From an optimization exercise on the open Yosys and OpenROAD flow, aimed at small area, a short achievable clock period and few clock cycles per item; shortcuts taken in it are not production practice.
The RTL was checked by simulation tests, not by an equivalence proof against the original design.
Power figures rest on the tool's default switching activity, not on a simulated workload.

===== design/flow/config.mk =====
export PLATFORM = sky130hd
export DESIGN_NAME = sliding_window_maximum
export DESIGN_NICKNAME = sliding_window_maximum
export VERILOG_FILES = /design/flow/design.v
export SDC_FILE = /design/flow/constraint.sdc
export NUM_CORES = 4
export LEC_CHECK = 0
export CAP_MARGIN = 20
export CORE_MARGIN = 2
export CORE_UTILIZATION = 30
export CTS_CLUSTER_DIAMETER = 70
export CTS_CLUSTER_SIZE = 24
export PLACE_DENSITY = 0.35
export SETUP_SLACK_MARGIN = 3.1
export SLEW_MARGIN = 20

===== design/flow/design.v =====
package swm_pkg;
  localparam int SAMPLE_WIDTH    = 32;
  localparam int WS_WIDTH        = 7;
  localparam int CFG_DATA_WIDTH  = 32;
  localparam int CFG_ADDR_WIDTH  = 3;
  localparam logic REG_WINDOW_SIZE = 1'b0;
  localparam logic [WS_WIDTH-1:0] WINDOW_SIZE_RESET = 7'd1;
  typedef struct packed {
    logic signed [SAMPLE_WIDTH-1:0] sample;
    logic                           ends_stream;
  } in_item_t;
  typedef struct packed {
    logic signed [SAMPLE_WIDTH-1:0] window_max;
    logic                           is_last_window;
  } out_item_t;
endpackage
module swm_front (
  input  logic                             clk,
  input  logic                             rst_n,
  input  logic                             in_valid,
  output logic                             in_ready,
  input  swm_pkg::in_item_t                in_data,
  input  logic [swm_pkg::WS_WIDTH-1:0]     window_size,
  input  logic                             consume,
  input  logic                             consume_nxt,
  output logic                             a_valid,
  output swm_pkg::in_item_t                a_item,
  output logic [swm_pkg::WS_WIDTH-1:0]     a_ws,
  output logic [swm_pkg::SAMPLE_WIDTH-1:0] a_sample_n
);
  logic a_valid_r;
  logic a_valid_nxt;
  logic in_ready_r;
  assign a_valid_nxt = (in_valid && in_ready_r) || (a_valid_r && !consume);
  always_ff @(posedge clk) begin
    if (!rst_n) begin
      a_valid_r  <= 1'b0;
      in_ready_r <= 1'b1;
    end else begin
      a_valid_r  <= a_valid_nxt;
      in_ready_r <= !a_valid_nxt || consume_nxt;
    end
  end
  always_ff @(posedge clk) begin
    if (in_ready_r) begin
      a_item     <= in_data;
      a_ws       <= window_size;
      a_sample_n <= ~in_data.sample;
    end
  end
  assign in_ready = in_ready_r;
  assign a_valid  = a_valid_r;
endmodule
module swm_fifo #(
  parameter int DEPTH = 4
) (
  input  logic                       clk,
  input  logic                       rst_n,
  input  logic                       push,
  input  swm_pkg::out_item_t         push_item,
  output logic [DEPTH-1:0]           held_nxt,
  output logic                       out_valid,
  input  logic                       out_ready,
  output swm_pkg::out_item_t         out_data
);
  localparam int IW = swm_pkg::SAMPLE_WIDTH + 1;
  logic [DEPTH-1:0]          v_r;       
  logic [DEPTH-1:0]          v_nxt;
  logic [DEPTH-1:0][IW-1:0]  e_r;
  logic                      pop;
  assign pop = v_r[0] && out_ready;
  always_comb begin
    case ({pop, push})
      2'b10:   v_nxt = {1'b0, v_r[DEPTH-1:1]};
      2'b01:   v_nxt = {v_r[DEPTH-2:0], 1'b1};
      default: v_nxt = v_r;
    endcase
  end
  always_ff @(posedge clk) begin
    if (!rst_n) begin
      v_r <= '0;
    end else begin
      v_r <= v_nxt;
    end
  end
  always_ff @(posedge clk) begin
    for (int i = 0; i < DEPTH - 1; i++) begin
      if (!v_r[i] || pop) begin
        e_r[i] <= (pop && v_r[i+1]) ? e_r[i+1] : push_item;
      end
    end
    if (!v_r[DEPTH-1] || pop) begin
      e_r[DEPTH-1] <= push_item;
    end
  end
  assign held_nxt  = v_nxt;
  assign out_valid = v_r[0];
  assign out_data  = e_r[0];
endmodule
module swm_engine #(
  parameter int WINDOW_MAX = 64
) (
  input  logic                                 clk,
  input  logic                                 rst_n,
  input  logic [swm_pkg::SAMPLE_WIDTH-1:0]     next_sample,
  input  logic [swm_pkg::SAMPLE_WIDTH-1:0]     next_sample_n,
  input  logic [swm_pkg::WS_WIDTH-1:0]         next_ws,
  input  logic                                 step,
  input  logic [swm_pkg::SAMPLE_WIDTH-1:0]     sample,
  input  logic                                 last,
  input  logic [swm_pkg::WS_WIDTH-1:0]         ws,
  output logic [$clog2(WINDOW_MAX)-1:0]        turn_nxt,
  output logic                                 first_nxt,
  output logic                                 has_result,
  output logic [swm_pkg::SAMPLE_WIDTH-1:0]     window_max
);
  localparam int N  = WINDOW_MAX;
  localparam int PW = $clog2(WINDOW_MAX);
  localparam int SW = swm_pkg::SAMPLE_WIDTH;
  logic [SW-1:0] val_r [N];
  logic [N-1:0]  alive_r;
  logic [N-1:0]  front_r;
  logic [N-1:0]  larger_r;    
  logic [N-1:0]  mask_r;      
  logic [PW-1:0] turn_r;      
  logic          first_r;
  logic          filled_r;
  logic [PW-1:0] pos_r;
  logic [SW-1:0] head_nxt;    
  logic [N-1:0]  larger;
  logic [N-1:0]  mask;
  assign head_nxt = step ? sample : val_r[N-1];
  swm_gt u_gt_head (
    .a (head_nxt),
    .b (next_sample),
    .y (larger[0])
  );
  for (genvar d = 1; d < N - 1; d++) begin : g_cmp
    swm_gt u_gt (
      .a (val_r[d-1]),
      .b ((d < N / 2) ? next_sample : ~next_sample_n),
      .y (larger[d])
    );
  end
  assign larger[N-1] = 1'b0;
  always_comb begin
    mask[0] = 1'b1;
    for (int d = 1; d < N; d++) begin
      mask[d] = (next_ws > swm_pkg::WS_WIDTH'(d));
    end
  end
  always_ff @(posedge clk) begin
    larger_r <= larger;
    mask_r   <= mask;
  end
  logic [N-1:0]  stay;
  logic [N-1:0]  keep;
  logic [N-1:0]  front;
  localparam int G  = 8;
  localparam int NG = N / G;
  logic [NG-1:0] group_any;
  logic [NG-1:0] above_group;
  logic [N-1:0]  above_in_group;
  always_comb begin
    for (int g = 0; g < NG; g++) begin
      group_any[g] = |stay[g*G +: G];
    end
    for (int g = 0; g < NG; g++) begin
      above_group[g] = 1'b0;
      for (int h = g + 1; h < NG; h++) begin
        above_group[g] = above_group[g] | group_any[h];
      end
    end
    for (int d = 0; d < N; d++) begin
      above_in_group[d] = 1'b0;
      for (int e = d + 1; e < (d / G + 1) * G; e++) begin
        above_in_group[d] = above_in_group[d] | stay[e];
      end
    end
  end
  logic [PW-1:0] pos_eff;
  logic [swm_pkg::WS_WIDTH-1:0] win;
  always_comb begin
    stay[0] = 1'b0;
    for (int d = 1; d < N; d++) begin
      stay[d] = alive_r[d-1] && mask_r[d] && !first_r;
    end
    keep[0] = 1'b1;
    for (int d = 1; d < N; d++) begin
      keep[d] = stay[d] && larger_r[d-1];
    end
    for (int d = 0; d < N; d++) begin
      front[d] = stay[d] && !above_in_group[d] && !above_group[d / G];
    end
  end
  always_comb begin
    if (ws == '0) begin
      win = swm_pkg::WS_WIDTH'(1);
    end else if (ws > swm_pkg::WS_WIDTH'(WINDOW_MAX)) begin
      win = swm_pkg::WS_WIDTH'(WINDOW_MAX);
    end else begin
      win = ws;
    end
    pos_eff    = first_r ? '0 : pos_r;
    has_result = (filled_r && !first_r) ||
                 ({1'b0, pos_eff} + swm_pkg::WS_WIDTH'(1) >= win);
  end
  assign turn_nxt  = step ? '0 : turn_r + PW'(1);
  assign first_nxt = step ? last : first_r;
  always_ff @(posedge clk) begin
    if (!rst_n) begin
      first_r <= 1'b1;
      turn_r  <= '0;
    end else begin
      first_r <= first_nxt;
      turn_r  <= turn_nxt;
    end
  end
  always_ff @(posedge clk) begin
    front_r <= front;
    if (step) begin
      alive_r  <= keep;
      filled_r <= has_result;
      pos_r    <= (pos_eff == '1) ? pos_eff : pos_eff + PW'(1);
    end
  end
  always_ff @(posedge clk) begin
    val_r[0] <= head_nxt;
    for (int d = 1; d < N; d++) begin
      val_r[d] <= val_r[d-1];
    end
  end
  logic          survive;
  logic [SW-1:0] front_val;
  always_comb begin
    survive = |(front_r & alive_r);
    for (int b = 0; b < SW; b++) begin
      logic [N-1:0] col;
      for (int d = 0; d < N; d++) begin
        col[d] = front_r[d] && val_r[d][b];
      end
      front_val[b] = |col;
    end
    window_max = survive ? front_val : val_r[0];
  end
endmodule
module swm_gt (
  input  logic [swm_pkg::SAMPLE_WIDTH-1:0] a,
  input  logic [swm_pkg::SAMPLE_WIDTH-1:0] b,
  output logic                             y
);
  localparam int W = swm_pkg::SAMPLE_WIDTH;
  localparam int L = $clog2(W);
  logic [W-1:0] g [L+1];
  logic [W-1:0] p [L+1];
  logic [W-1:0] x;
  logic [W-1:0] z;
  assign x    = {~a[W-1], a[W-2:0]};
  assign z    = {b[W-1], ~b[W-2:0]};
  assign g[0] = x & z;
  assign p[0] = x | z;
  for (genvar k = 1; k <= L; k++) begin : g_lvl
    for (genvar i = 0; i < (W >> k); i++) begin : g_node
      assign g[k][i] = g[k-1][2*i+1] | (p[k-1][2*i+1] & g[k-1][2*i]);
      assign p[k][i] = p[k-1][2*i+1] & p[k-1][2*i];
    end
    assign g[k][W-1:(W >> k)] = '0;
    assign p[k][W-1:(W >> k)] = '0;
  end
  assign y = g[L][0];
endmodule
module sliding_window_maximum #(
  parameter int WINDOW_MAX = 64
) (
  input  logic                                 clk,
  input  logic                                 rst_n,
  input  logic                                 in_valid,
  output logic                                 in_ready,
  input  swm_pkg::in_item_t                    in_data,
  output logic                                 out_valid,
  input  logic                                 out_ready,
  output swm_pkg::out_item_t                   out_data,
  input  logic                                 psel,
  input  logic                                 penable,
  input  logic                                 pwrite,
  input  logic [swm_pkg::CFG_ADDR_WIDTH-1:0]   paddr,
  input  logic [swm_pkg::CFG_DATA_WIDTH-1:0]   pwdata,
  output logic [swm_pkg::CFG_DATA_WIDTH-1:0]   prdata,
  output logic                                 pready
);
  localparam int DEPTH = 4;
  localparam int PW    = $clog2(WINDOW_MAX);
  logic [swm_pkg::WS_WIDTH-1:0] window_size_r;
  logic                cfg_wr;
  logic                reg_sel;
  assign reg_sel = (paddr[swm_pkg::CFG_ADDR_WIDTH-1] == swm_pkg::REG_WINDOW_SIZE);
  assign cfg_wr  = psel && penable && pwrite && reg_sel;
  assign pready  = 1'b1;
  assign prdata  = reg_sel ? {{(swm_pkg::CFG_DATA_WIDTH-swm_pkg::WS_WIDTH){1'b0}}, window_size_r} : '0;
  always_ff @(posedge clk) begin
    if (!rst_n) begin
      window_size_r <= swm_pkg::WINDOW_SIZE_RESET;
    end else if (cfg_wr) begin
      window_size_r <= pwdata[swm_pkg::WS_WIDTH-1:0];
    end
  end
  logic                         a_valid;
  swm_pkg::in_item_t            a_item;
  logic [swm_pkg::WS_WIDTH-1:0] a_ws;
  logic [swm_pkg::SAMPLE_WIDTH-1:0] a_sample_n;
  logic                         move;
  logic                         move_nxt_ok;
  logic                         r1_valid_r;
  swm_pkg::in_item_t            r1_item_r;
  logic [swm_pkg::WS_WIDTH-1:0] r1_ws_r;
  logic [PW-1:0]                turn_nxt;
  logic                         first_nxt;
  logic                         aligned_nxt;
  logic                         aligned_nxt2;
  logic                         b_has;
  logic                         push_nxt;
  logic                         r2_push_r;
  logic                         r2_last_r;
  logic [DEPTH-1:0]             held_nxt;
  swm_pkg::out_item_t           result;
  assign aligned_nxt  = (turn_nxt == '0) || first_nxt;
  assign aligned_nxt2 = move || (turn_nxt == '1) || first_nxt;
  assign push_nxt = r1_valid_r && b_has;
  assign move = a_valid && aligned_nxt && !held_nxt[DEPTH-1] &&
                !(held_nxt[DEPTH-2] && r1_valid_r);
  assign move_nxt_ok = aligned_nxt2 && !held_nxt[DEPTH-1] &&
                !(held_nxt[DEPTH-2] && (r1_valid_r || move)) &&
                !(held_nxt[DEPTH-3] && r1_valid_r && move);
  swm_front u_front (
    .clk         (clk),
    .rst_n       (rst_n),
    .in_valid    (in_valid),
    .in_ready    (in_ready),
    .in_data     (in_data),
    .window_size (window_size_r),
    .consume     (move),
    .consume_nxt (move_nxt_ok),
    .a_valid     (a_valid),
    .a_item      (a_item),
    .a_ws        (a_ws),
    .a_sample_n  (a_sample_n)
  );
  always_ff @(posedge clk) begin
    if (!rst_n) begin
      r1_valid_r <= 1'b0;
      r2_push_r  <= 1'b0;
    end else begin
      r1_valid_r <= move;
      r2_push_r  <= push_nxt;
    end
  end
  always_ff @(posedge clk) begin
    r1_item_r <= a_item;
    r1_ws_r   <= a_ws;
    r2_last_r <= r1_item_r.ends_stream;
  end
  swm_engine #(
    .WINDOW_MAX (WINDOW_MAX)
  ) u_engine (
    .clk         (clk),
    .rst_n       (rst_n),
    .next_sample (a_item.sample),
    .next_sample_n (a_sample_n),
    .next_ws     (a_ws),
    .step        (r1_valid_r),
    .sample      (r1_item_r.sample),
    .last        (r1_item_r.ends_stream),
    .ws          (r1_ws_r),
    .turn_nxt    (turn_nxt),
    .first_nxt   (first_nxt),
    .has_result  (b_has),
    .window_max  (result.window_max)
  );
  assign result.is_last_window = r2_last_r;
  swm_fifo #(
    .DEPTH (DEPTH)
  ) u_fifo (
    .clk       (clk),
    .rst_n     (rst_n),
    .push      (r2_push_r),
    .push_item (result),
    .held_nxt  (held_nxt),
    .out_valid (out_valid),
    .out_ready (out_ready),
    .out_data  (out_data)
  );
endmodule

===== design/flow/run.sh =====
#!/bin/bash
# synth_recipe.tcl (not shown) runs the flow's synth.tcl, then flattens the netlist and writes it again
# the make line also repeats each setting of config.mk as NAME=value (left out here)
make -C /OpenROAD-flow-scripts/flow DESIGN_CONFIG=/design/flow/config.mk WORK_HOME=/design/flow/orfs CLKGATE_MAP_FILE= SYNTH_SCRIPT=/design/flow/synth_recipe.tcl finish

===== design/flow/constraint.sdc =====
create_clock -name core_clock -period 6.0 [get_ports {clk}]
set_input_delay 1.2000 -clock core_clock [delete_from_list [all_inputs] [get_ports {clk}]]
set_output_delay 1.2000 -clock core_clock [all_outputs]
set_load 0.01 [all_outputs]

==> results of run 1 <==
cell families (layout without fill, tap and decap cells):
| logic type | Yosys count | after routing | synth area share, % |
|---|---|---|---|
| AO/OA/AOI/OAI | 3573 | 3573 | 24.9 |
| XOR/XNOR | 10 | 10 | 0.0875 |
| adder cells (fa/ha/maj) | 542 | 542 | 5.66 |
| buffers and inverters | 1025 | 1422 | 4.12 |
| flip-flops | 2574 | 2574 | 54.2 |
| multiplexers | 44 | 44 | 0.454 |
| other | 2 | 120 | 0.00750 |
| AND/OR/NAND/NOR | 2254 | 2257 | 10.5 |
final cells by class:
cell class / instances / area share, %
diodes: 94 / 0.189
clock buffers: 218 / 4.20
clock inverters: 143 / 1.45
inverters: 271 / 0.928
multi-input cells: 6452 / 38.1
flip-flops and latches: 2574 / 43.6
well taps: 4387 / 4.40
repair buffers: 788 / 7.06
repair inverters: 2 / 0.0221
per-layer routing:
metal | global-route usage (%) | wire [µm] | vias up
met5 | 0.510 | 1150 | -
met3 | 15.6 | 92200 | 2033
met4 | 32.1 | 69200 | 66
li1 | - | - | 39000
met2 | 61.9 | 312000 | 7680
met1 | 55.5 | 303000 | 51500
cell usage after synthesis, types with 270 or more instances:
master	instances	area, µm²
a22oi_1	534	4010
maj3_1	363	3630
dfxtp_1	2300	46000
a22o_1	348	3050
a21oi_1	694	3470
nor2_1	720	2700
o22ai_1	446	2790
edfxtp_1	274	8230
nor3_1	270	1350
a221oi_1	350	3070
nand2_1	586	2200
o21ai_0	420	2100
clkbuf_1	565	2120
flip-flops by register name (all words and copies together), names as in the netlist, 32 cells and up:
| signal | cells |
|---|---|
| u_engine.larger_r | 63 |
| u_engine.alive_r | 63 |
| u_front.a_sample_n | 32 |
| u_engine.front_r | 63 |
| u_front.a_item | 33 |
| u_fifo.e_r | 132 |
| u_engine.val_r | 2048 |
| u_engine.mask_r | 63 |
| r1_item_r | 33 |
worst paths after layout:
check                                   end  cells after the start
max           u_engine.larger_r[44]$_DFF_P_                      9
min          u_engine.val_r[63][31]$_DFF_P_                      0
max reg2reg   u_engine.larger_r[44]$_DFF_P_                      9
min reg2reg  u_engine.val_r[63][31]$_DFF_P_                      0
metrics by stage:
stage	hold WS (ns)	instance area, µm²	util [%]	power, mW
final	0.356	125000	37.5	40.7
after global routing	0.365	124000	37.4	41.4
after floorplan	0.323	100000	-	21.2
after CTS	0.354	122000	36.6	40.1
after detailed placement	0.340	107000	32.2	24.0
after global placement	0.327	107000	32.1	24.0
critical path: stages, from the launching register on:
cell and delay, ns:
edfxtp_1 0.42, buf_12 0.17, buf_4 0.23, o21ai_1 0.55, or4b_2 0.44, nor2_1 0.15, nand2_1 0.48, nor2_1 0.17
a2111oi_4 0.83, o21ai_1 0.21
power groups by stage:
stage / Clock (mW) / Combinational, mW / Sequential, mW
floorplan: 0 / 2.05 / 19.1
global placement: 0 / 3.96 / 20.0
detailed placement: 0 / 3.97 / 20.0
CTS: 15.4 / 5.14 / 19.6
global route: 16.0 / 5.74 / 19.7
finish: 15.4 / 5.63 / 19.7
timing repair:
action	4_1_cts	5_1_grt
buffers inserted	200	83
pin swaps	394	389
setup endpoints to repair	273	209
gates resized for setup	1346	448
cloned	29	6
==> impl_metrics.yaml, run 1 <==
outcome:
  status: "no timing/DRC/antenna violations"
critical_path:
  r2r-start: "u_front.a_sample_n[30]$_DFFE_PP_"
  critical_path_class: "reg -> reg"
  crit_start: "u_front.a_sample_n[30]$_DFFE_PP_"
  critPathMaxFanout: 31
  cp-end-kind: "register"
  crit_path_start_kind: "register"
  worstPathArrival_ns: 4.66
  cp_data_required_time_ns: 6.80
  rrSetupSlack_ns: 2.14
placement:
  port_buffers: 89
  pre_cts_slack_ns: 1.44
  gp_congestion: 1.07
  dpl.cell_count: 14200
  hpwlAfterDp_mm: 585
layout:
  drive_gt1_share_pct: 22.7
  most-common-layout-cells: "dfxtp_1 (2224), nor2_1 (674), a21oi_1 (571), nand2_1 (563), a22oi_1 (530)"
  seqCellArea_um2: 54400
  num-fill-cells: 33000
  final_common_cell: "dfxtp_1"
  area_growth_pct: 24.6
  nets: 10400
  layout.cells.non_filler: 14900
  multi_input_area_um2: 47500
drt:
  detail_route.wl_per_cell_um: 52.1
  drtIter0Drc: 16500
  vias: 100000
  dr.pass1.iters: 11
  wirelength_mm: 777
  ant_nets: 0
  drc: 0
  viasPerCell: 6.72
timing:
  maxSlewViolCount: 0
  fin_crit_sh_pct: 64.3
  tightest_slew_ns: 1.39
  hold_viol_final: 0
  clock_skew_ns: 0.0590
  setup_violations: 0
  maxSlewHeadroom_pct: 6.62
  period_needed_ns: 3.86
  worst_slack_ns: 2.14
  rsz0062_at_grt: "true"
  clock.fmax_mhz: 259
  tns_ns: 0
pwr:
  vdd_drop_max_uv: 236
  switching_share_pct: 32.5
  p_leak_nw: 44.0
  pwr-share-seq_pct: 48.4
  clkPwrFrac_pct: 37.8
  p_int_mw: 27.4
  combinationalPowerShare_pct: 13.8
  power_density_nw_per_um2: 326
  power_switching_mw: 13.2
floorplanning:
  die-area_um2: 338000
  start_util_pct: 30.1
  die_w_um: 582
  core_area_um2: 333000
  die_height_um: 582
  rows: 212
  io_pins: 143
logic_synthesis:
  synthDistinctLibCells: 82
  yosysWarnings: 9
  synth-main-ff-cell: "dfxtp_1"
  ys_ff_latch: 2574
  yosysSeqAreaShare_pct: 54.2
  syn_inst: 10000
  async_reset_ff_share_pct: 0
  syn_area_um2: 100000
  syn_avg_cell_area_um2: 9.98
  synth_edf_count: 274
min_path:
  hold_path_class: "reg -> reg"
  hold_start: "u_engine.val_r[62][31]$_DFF_P_"
cts:
  cts_tree: "yes"
  cts_root_buf: "clkbuf_16"
  cts_sinks: 2574
  cts.clk_slew.worst_paths_ns: 0.08
  cts.htree.levels: 4
  cts_made_buffers: 196
  hold_buffers: 0
  clk_latency_ns: 1.00
  clockBufferDepth: 4
global_routing:
  track_usage_pct: 44.1
  grt_pass1_wl_mm: 978
  grt_max_degree: 69
  overflow: 0
  antenna_found_initial: 117
  first_global_vias: 91200
flow_run:
  drv_cap: 0
Testbench counts, summed over its fixed seeds: cycles 14,843, items 14,619.
==> run 2: changes to the inputs <==
--- a/design/flow/config.mk
+++ b/design/flow/config.mk
@@ -7,9 +7,9 @@
 export LEC_CHECK = 0
 export CAP_MARGIN = 20
 export CORE_MARGIN = 2
-export CORE_UTILIZATION = 30
+export CORE_UTILIZATION = 36
 export CTS_CLUSTER_DIAMETER = 70
 export CTS_CLUSTER_SIZE = 24
-export PLACE_DENSITY = 0.35
+export PLACE_DENSITY = 0.42
 export SETUP_SLACK_MARGIN = 3.1
 export SLEW_MARGIN = 20
==> impl_metrics.yaml, run 2 <==
cts:
  cts_tree: "yes"
  clk_latency_ns: 0.95
  clockBufferDepth: 4
  cts.htree.levels: 4
  cts_made_buffers: 178
  hold_buffers: 0
  cts_sinks: 2574
  cts.clk_slew.worst_paths_ns: 0.09
  cts_root_buf: "clkbuf_16"
critical_path:
  cp-end-kind: "register"
  critical_path_class: "reg -> reg"
  crit_path_start_kind: "register"
  ff2ff_path_depth: 10
  cp_data_required_time_ns: 6.74
  r2r_end: "u_engine.larger_r[48]$_DFF_P_"
  r2r-start: "u_front.a_sample_n[17]$_DFFE_PP_"
  critPathMaxFanout: 34
  rrSetupSlack_ns: 2.24
  path_cells: "buf_6 -> buf_12 -> buf_4 -> bufbuf_16 -> o22ai_1 -> nor3_2 -> nand2_1 -> nor2_1 -> a2111oi_4 -> o21ai_4"
  cp_slowest_cell: "a2111oi_4"
  cpPeakStageDelay_ns: 0.83
  worstPathArrival_ns: 4.51
logic_synthesis:
  yosysTopAreaCell: "dfxtp_1"
  synthDistinctLibCells: 82
  synthTopCellsByCount: "dfxtp_1 (2300), nor2_1 (720), a21oi_1 (694), nand2_1 (586), clkbuf_1 (565)"
  synth.area.top_cells: "dfxtp_1 (46%), edfxtp_1 (8.2%), a22oi_1 (4.0%)"
  synthDominantCellAreaShare_pct: 46.0
  syn_area_um2: 100000
  synth.most_common_cell: "dfxtp_1"
  synth_edf_count: 274
  yosysWarnings: 9
  yosysSeqAreaShare_pct: 54.2
  ys_ff_latch: 2574
  async_reset_ff_share_pct: 0
  syn_avg_cell_area_um2: 9.98
  synth-main-ff-cell: "dfxtp_1"
  syn_inst: 10000
global_routing:
  grt_max_degree: 72
  antenna_found_initial: 135
  track_usage_pct: 49.5
  grt_pass1_wl_mm: 918
  overflow: 0
  first_global_vias: 91200
timing:
  rsz0062_at_grt: "true"
  maxSlewViolCount: 0
  clock.fmax_mhz: 266
  period_needed_ns: 3.76
  worst_slack_ns: 2.24
  holdWs_ns: 0.351
  hold_viol_final: 0
  maxSlewHeadroom_pct: 7.42
  clock_skew_ns: 0.0465
  tightest_slew_ns: 1.39
  setup_violations: 0
  fin_crit_sh_pct: 62.7
  tns_ns: 0
floorplanning:
  die_w_um: 531
  io_pins: 143
  start_util_pct: 36.2
  core_area_um2: 276000
  die_height_um: 531
  rows: 193
  die-area_um2: 282000
layout:
  layout.cells.non_filler: 14200
  area_growth_pct: 22.7
  final_core_util_pct: 44.4
  drive_gt1_share_pct: 21.7
  fin_area_um2: 123000
  largest_reg_flops: 2048
  final_common_cell: "dfxtp_1"
  num-fill-cells: 26200
  most-common-layout-cells: "dfxtp_1 (2229), nor2_1 (684), nand2_1 (572), a21oi_1 (565), a22oi_1 (524)"
  largest-register: "u_engine.val_r"
  top_regs: "u_engine.val_r: 2048 flops, u_fifo.e_r: 132 flops"
  nets: 10300
drt:
  drtIter0Drc: 18800
  dr.pass1.iters: 13
  drc: 0
  ant_nets: 0
  vias: 102000
  wirelength_mm: 725
  viasPerCell: 7.17
  detail_route.wl_per_cell_um: 51.0
flow_run:
  drv_cap: 0
placement:
  pre_cts_slack_ns: 1.34
  dpl.cell_count: 13400
  placed_area_um2: 106000
  hpwlAfterDp_mm: 536
  port_buffers: 89
  gp_congestion: 1.10
min_path:
  hold-path-cell-count: 0
  hold_path_class: "reg -> reg"
  min_to: "r1_item_r[0]$_DFF_P_"
  hold_start: "u_front.a_item[0]$_DFFE_PP_"
pwr:
  vdd_drop_max_uv: 229
  p_leak_nw: 43.4
  power_density_nw_per_um2: 319
  power_mw: 39.1
outcome:
  status: "no timing/DRC/antenna violations"
[run 2: cell counts after synthesis]
Identical to the previous run, type by type.
[run 2: final cells by class]
cell class	count	area, µm²	area share [%]
clock inverters	121	1440	1.17
repair buffers	757	8640	7.03
diodes	135	338	0.275
repair inverters	3	38.8	0.0316
flip-flops and latches	2574	54400	44.3
well taps	3705	4640	3.77
inverters	271	1140	0.928
multi-input cells	6452	47400	38.6
clock buffers	199	4760	3.87
[run 2: cell families after synthesis]
logic type      Yosys count  synth area share (%)
compound gates         3573                  24.9
xor+xnor                 10                0.0875
fa+ha+maj               542                  5.66
buf+inv                1025                  4.12
flops                  2574                  54.2
mux                      44                 0.454
other cells               2               0.00750
simple gates           2254                  10.5
[run 2: how the worst max path moves through the flow]
stage | endpoint | cells after the start | start | slack (ns)
after global placement | u_engine.larger_r[57]$_DFF_P_ | 8 | u_front.a_sample_n[18]$_DFFE_PP_ | 1.21
after CTS | u_engine.larger_r[48]$_DFF_P_ | 11 | u_front.a_sample_n[17]$_DFFE_PP_ | 2.50
after floorplan | u_engine.larger_r[0]$_DFF_P_ | 10 | r1_valid_r$_SDFF_PN0_ | 2.88
after global routing | u_engine.larger_r[48]$_DFF_P_ | 11 | u_front.a_sample_n[17]$_DFFE_PP_ | 2.29
final | u_engine.larger_r[48]$_DFF_P_ | 10 | u_front.a_sample_n[17]$_DFFE_PP_ | 2.24
after detailed placement | u_engine.larger_r[33]$_DFF_P_ | 11 | u_front.a_sample_n[1]$_DFFE_PP_ | 1.34
[run 2: routing by layer]
layer / up-vias / routed length, µm / global-route usage, %
met5: - / 1740 / 2.36
met4: 58 / 74500 / 39.9
met3: 2710 / 104000 / 22.0
met2: 9150 / 278000 / 66.5
met1: 51100 / 266000 / 60.3
li1: 38900 / - / -
[run 2: worst max-delay path, delay by kind of cell (launching register included)]
family | cells | cell delay (ns)
buf+inv | 4 | 0.75
flops | 1 | 0.43
simple gates | 3 | 0.87
compound gates | 3 | 1.48
[run 2: timing repair]
item,in CTS,in global routing
setup endpoints to repair,263,206
gates cloned,27,7
pin swaps,438,348
buffers inserted,219,70
resized for setup,1319,414
endpoints found under the hold margin,0,0
[run 2: power by group]
part | internal (mW) | switching, mW | total (mW) | leakage, nW
clock network | 6.38 | 7.54 | 13.9 | 3.02
registers | 18.3 | 1.33 | 19.6 | 21.7
logic | 1.96 | 3.61 | 5.57 | 18.7
total | 26.6 | 12.5 | 39.1 | 43.4
==> run 3: changes to the inputs <==
--- a/design/flow/config.mk
+++ b/design/flow/config.mk
@@ -7,9 +7,9 @@
 export LEC_CHECK = 0
 export CAP_MARGIN = 20
 export CORE_MARGIN = 2
-export CORE_UTILIZATION = 36
+export CORE_UTILIZATION = 33
 export CTS_CLUSTER_DIAMETER = 70
 export CTS_CLUSTER_SIZE = 24
-export PLACE_DENSITY = 0.42
-export SETUP_SLACK_MARGIN = 3.1
+export PLACE_DENSITY = 0.38
+export SETUP_SLACK_MARGIN = 3.3
 export SLEW_MARGIN = 20
==> impl_metrics.yaml, run 3 <==
outcome:
  status: "no timing/DRC/antenna violations"
logic_synthesis:
  async_reset_ff_share_pct: 0
  yosysWarnings: 9
  synthDistinctLibCells: 82
  synth_mux_area_share_pct: 0.454
  syn_avg_cell_area_um2: 9.98
  synth_edf_count: 274
  synth-main-ff-cell: "dfxtp_1"
  ys_ff_latch: 2574
  synth.area.top_cells: "dfxtp_1 (46%), edfxtp_1 (8.2%), a22oi_1 (4.0%)"
  synth-simple-area-share_pct: 10.5
  synth-adder-area-share_pct: 5.66
  syn_inst: 10000
  synthDominantCellAreaShare_pct: 46.0
  yosysSeqAreaShare_pct: 54.2
  synth_top_family_by_area: "compound AO/OA/AOI/OAI gates"
  synthTopCellsByCount: "dfxtp_1 (2300), nor2_1 (720), a21oi_1 (694), nand2_1 (586), clkbuf_1 (565)"
  yosysTopAreaCell: "dfxtp_1"
  synth_compound_area_share_pct: 24.9
  syn_area_um2: 100000
  yosys.area_share.xor_xnor_pct: 0.0875
  synth.most_common_cell: "dfxtp_1"
placement:
  port_buffers: 89
  pre_cts_slack_ns: 1.42
  gp_congestion: 1.08
  hpwlAfterDp_mm: 551
critical_path:
  worstPathArrival_ns: 4.46
  crit_family: "compound AO/OA/AOI/OAI gates"
  cp_num_cells: 8
  crit_path_start_kind: "register"
  rrSetupSlack_ns: 2.32
  cpPeakStageDelay_ns: 0.71
  cp_slowest_cell: "a311oi_4"
  path_buf_inv: 2
  ff2ff_path_depth: 8
  path_cells: "buf_8 -> mux2i_2 -> inv_1 -> a22oi_1 -> o21ai_1 -> a311o_1 -> a311oi_4 -> o31ai_1"
  critPathMaxFanout: 23
  cp_data_required_time_ns: 6.78
  cp-end-kind: "register"
  critical_path_class: "reg -> reg"
drt:
  dr.pass1.iters: 13
  wirelength_mm: 755
  detail_route.wl_per_cell_um: 52.1
  viasPerCell: 7.00
  drtIter0Drc: 19800
  drc: 0
  ant_nets: 0
  vias: 102000
layout:
  largest_reg_flops: 2048
  area_growth_pct: 24.6
  most-common-layout-cells: "dfxtp_1 (2225), nor2_1 (675), a21oi_1 (588), nand2_1 (578), a22oi_1 (520)"
  nets: 10400
  drive_gt1_share_pct: 22.9
  top_regs: "u_engine.val_r: 2048 flops, u_fifo.e_r: 132 flops"
  final_core_util_pct: 41.2
  final_common_cell: "dfxtp_1"
  num-fill-cells: 29200
  largest-register: "u_engine.val_r"
timing:
  tns_ns: 0
  maxSlewHeadroom_pct: 8.70
  fin_crit_sh_pct: 61.3
  setup_violations: 0
  maxSlewViolCount: 0
  worst_slack_ns: 2.32
  rsz0062_at_grt: "true"
  period_needed_ns: 3.68
  hold_viol_final: 0
  clock.fmax_mhz: 272
  tightest_slew_ns: 1.37
  clock_skew_ns: 0.0492
cts:
  cts_root_buf: "clkbuf_16"
  cts.clk_slew.worst_paths_ns: 0.09
  hold_buffers: 0
  cts_made_buffers: 186
  cts_sinks: 2574
  cts.htree.levels: 4
  cts_tree: "yes"
  clockBufferDepth: 4
  clk_latency_ns: 0.96
global_routing:
  antenna_found_initial: 124
  grt_pass1_wl_mm: 949
  overflow: 0
  track_usage_pct: 46.9
  first_global_vias: 90300
  grt_max_degree: 71
pwr:
  vdd_drop_max_uv: 232
  switching_share_pct: 31.8
  power_switching_mw: 12.7
  clkPwrFrac_pct: 37.2
  pwr-share-seq_pct: 49.1
  p_int_mw: 27.2
  p_leak_nw: 44.1
  combinationalPowerShare_pct: 13.6
  power_density_nw_per_um2: 320
min_path:
  hold-path-cell-count: 0
  hold_path_class: "reg -> reg"
floorplanning:
  core_area_um2: 302000
  rows: 202
  io_pins: 143
  die_height_um: 555
  start_util_pct: 33.1
  die_w_um: 555
  die-area_um2: 308000
flow_run:
  drv_cap: 0
## run 3: stage by stage
step	cell area [µm²]	power (mW)	hold WS, ns	instances
after CTS	121000	39.1	0.347	14300
after global routing	125000	40.5	0.351	14400
final	125000	39.8	0.353	14500
after detailed placement	107000	23.7	0.336	13700
after global placement	107000	23.7	0.332	13700
after floorplan	100000	21.2	0.323	10000
## run 3: repair_timing
action,in CTS,in global routing
cloned,26,16
setup buffers,224,92
pin swaps,266,352
resized for setup,1379,483
setup endpoints to repair,285,218
## run 3: cells by family (layout without fill, tap and decap cells)
kind of cell,Yosys count,count (layout)
AO/OA/AOI/OAI,3573,3573
XOR/XNOR,10,10
adder cells (fa/ha/maj),542,542
buffers and inverters,1025,1428
flip-flops,2574,2574
multiplexers,44,44
other,2,102
AND/OR/NAND/NOR,2254,2255
## run 3: power groups by stage
stage | clock network (mW) | logic [mW] | registers [mW]
CTS | 14.8 | 4.79 | 19.5
detailed placement | 0 | 3.80 | 19.9
finish | 14.8 | 5.43 | 19.6
floorplan | 0 | 2.07 | 19.1
global route | 15.4 | 5.50 | 19.6
global placement | 0 | 3.78 | 19.9
## run 3: cell type report
type	instances	area, µm²	share of cell area, %
diodes	76	190	0.153
clock buffers	211	5040	4.04
clock inverters	131	1750	1.41
inverters	271	1100	0.886
multi-input cells	6450	47800	38.3
flip-flops and latches	2574	54400	43.6
well taps	3978	4980	3.99
repair buffers	813	9410	7.55
repair inverters	2	16.3	0.0130
## run 3: final timing paths
check / start / to
max: r1_valid_r$_SDFF_PN0_ / u_engine.larger_r[0]$_DFF_P_
min: u_engine.val_r[62][5]$_DFF_P_ / u_engine.val_r[63][5]$_DFF_P_
max reg2reg: r1_valid_r$_SDFF_PN0_ / u_engine.larger_r[0]$_DFF_P_
min reg2reg: u_engine.val_r[62][5]$_DFF_P_ / u_engine.val_r[63][5]$_DFF_P_
## run 3: routing by layer
metal	wire, µm	up-vias	track usage, %
li1	-	39000	-
met1	288000	51200	59.0
met2	289000	8844	62.4
met3	96900	2451	17.1
met4	80200	34	40.8
met5	356	-	0.0469

## static timing again, ports no longer ideal
How much do the figures lean on ideal ports? The routed layouts below were timed once more, with nothing changed but the port constraints.
Step 1 assumes that a clkbuf_16 drives the clock port and a buf_2 every other input.
Step 2 adds t to the input delays and takes it off the output delays; t is the mean of the earliest and latest rising clock arrival at the registers after step 1. Input paths then give back, and output paths get back, about the clock's delay inside the block.
a / b / c = ideal / step 1 / step 2; a / b = the first two.
| run | shift t [ns] | slack for setup (ns) | worst setup path after step 2 | worst register clock-pin slew, ns | worst data-port slew with drivers (ns) |
|---|---|---|---|---|---|
| run 1 | 1.086 | 2.144 / 2.144 / 2.144 | input to register | 0.11 / 0.11 | 0.09 |
| run 2 | 1.038 | 2.235 / 2.235 / 2.235 | register to register | 0.11 / 0.11 | 0.06 |
| run 3 | 1.046 | 2.320 / 2.320 / 2.320 | register to register | 0.10 / 0.10 | 0.06 |
After both steps every run listed still meets setup and hold.
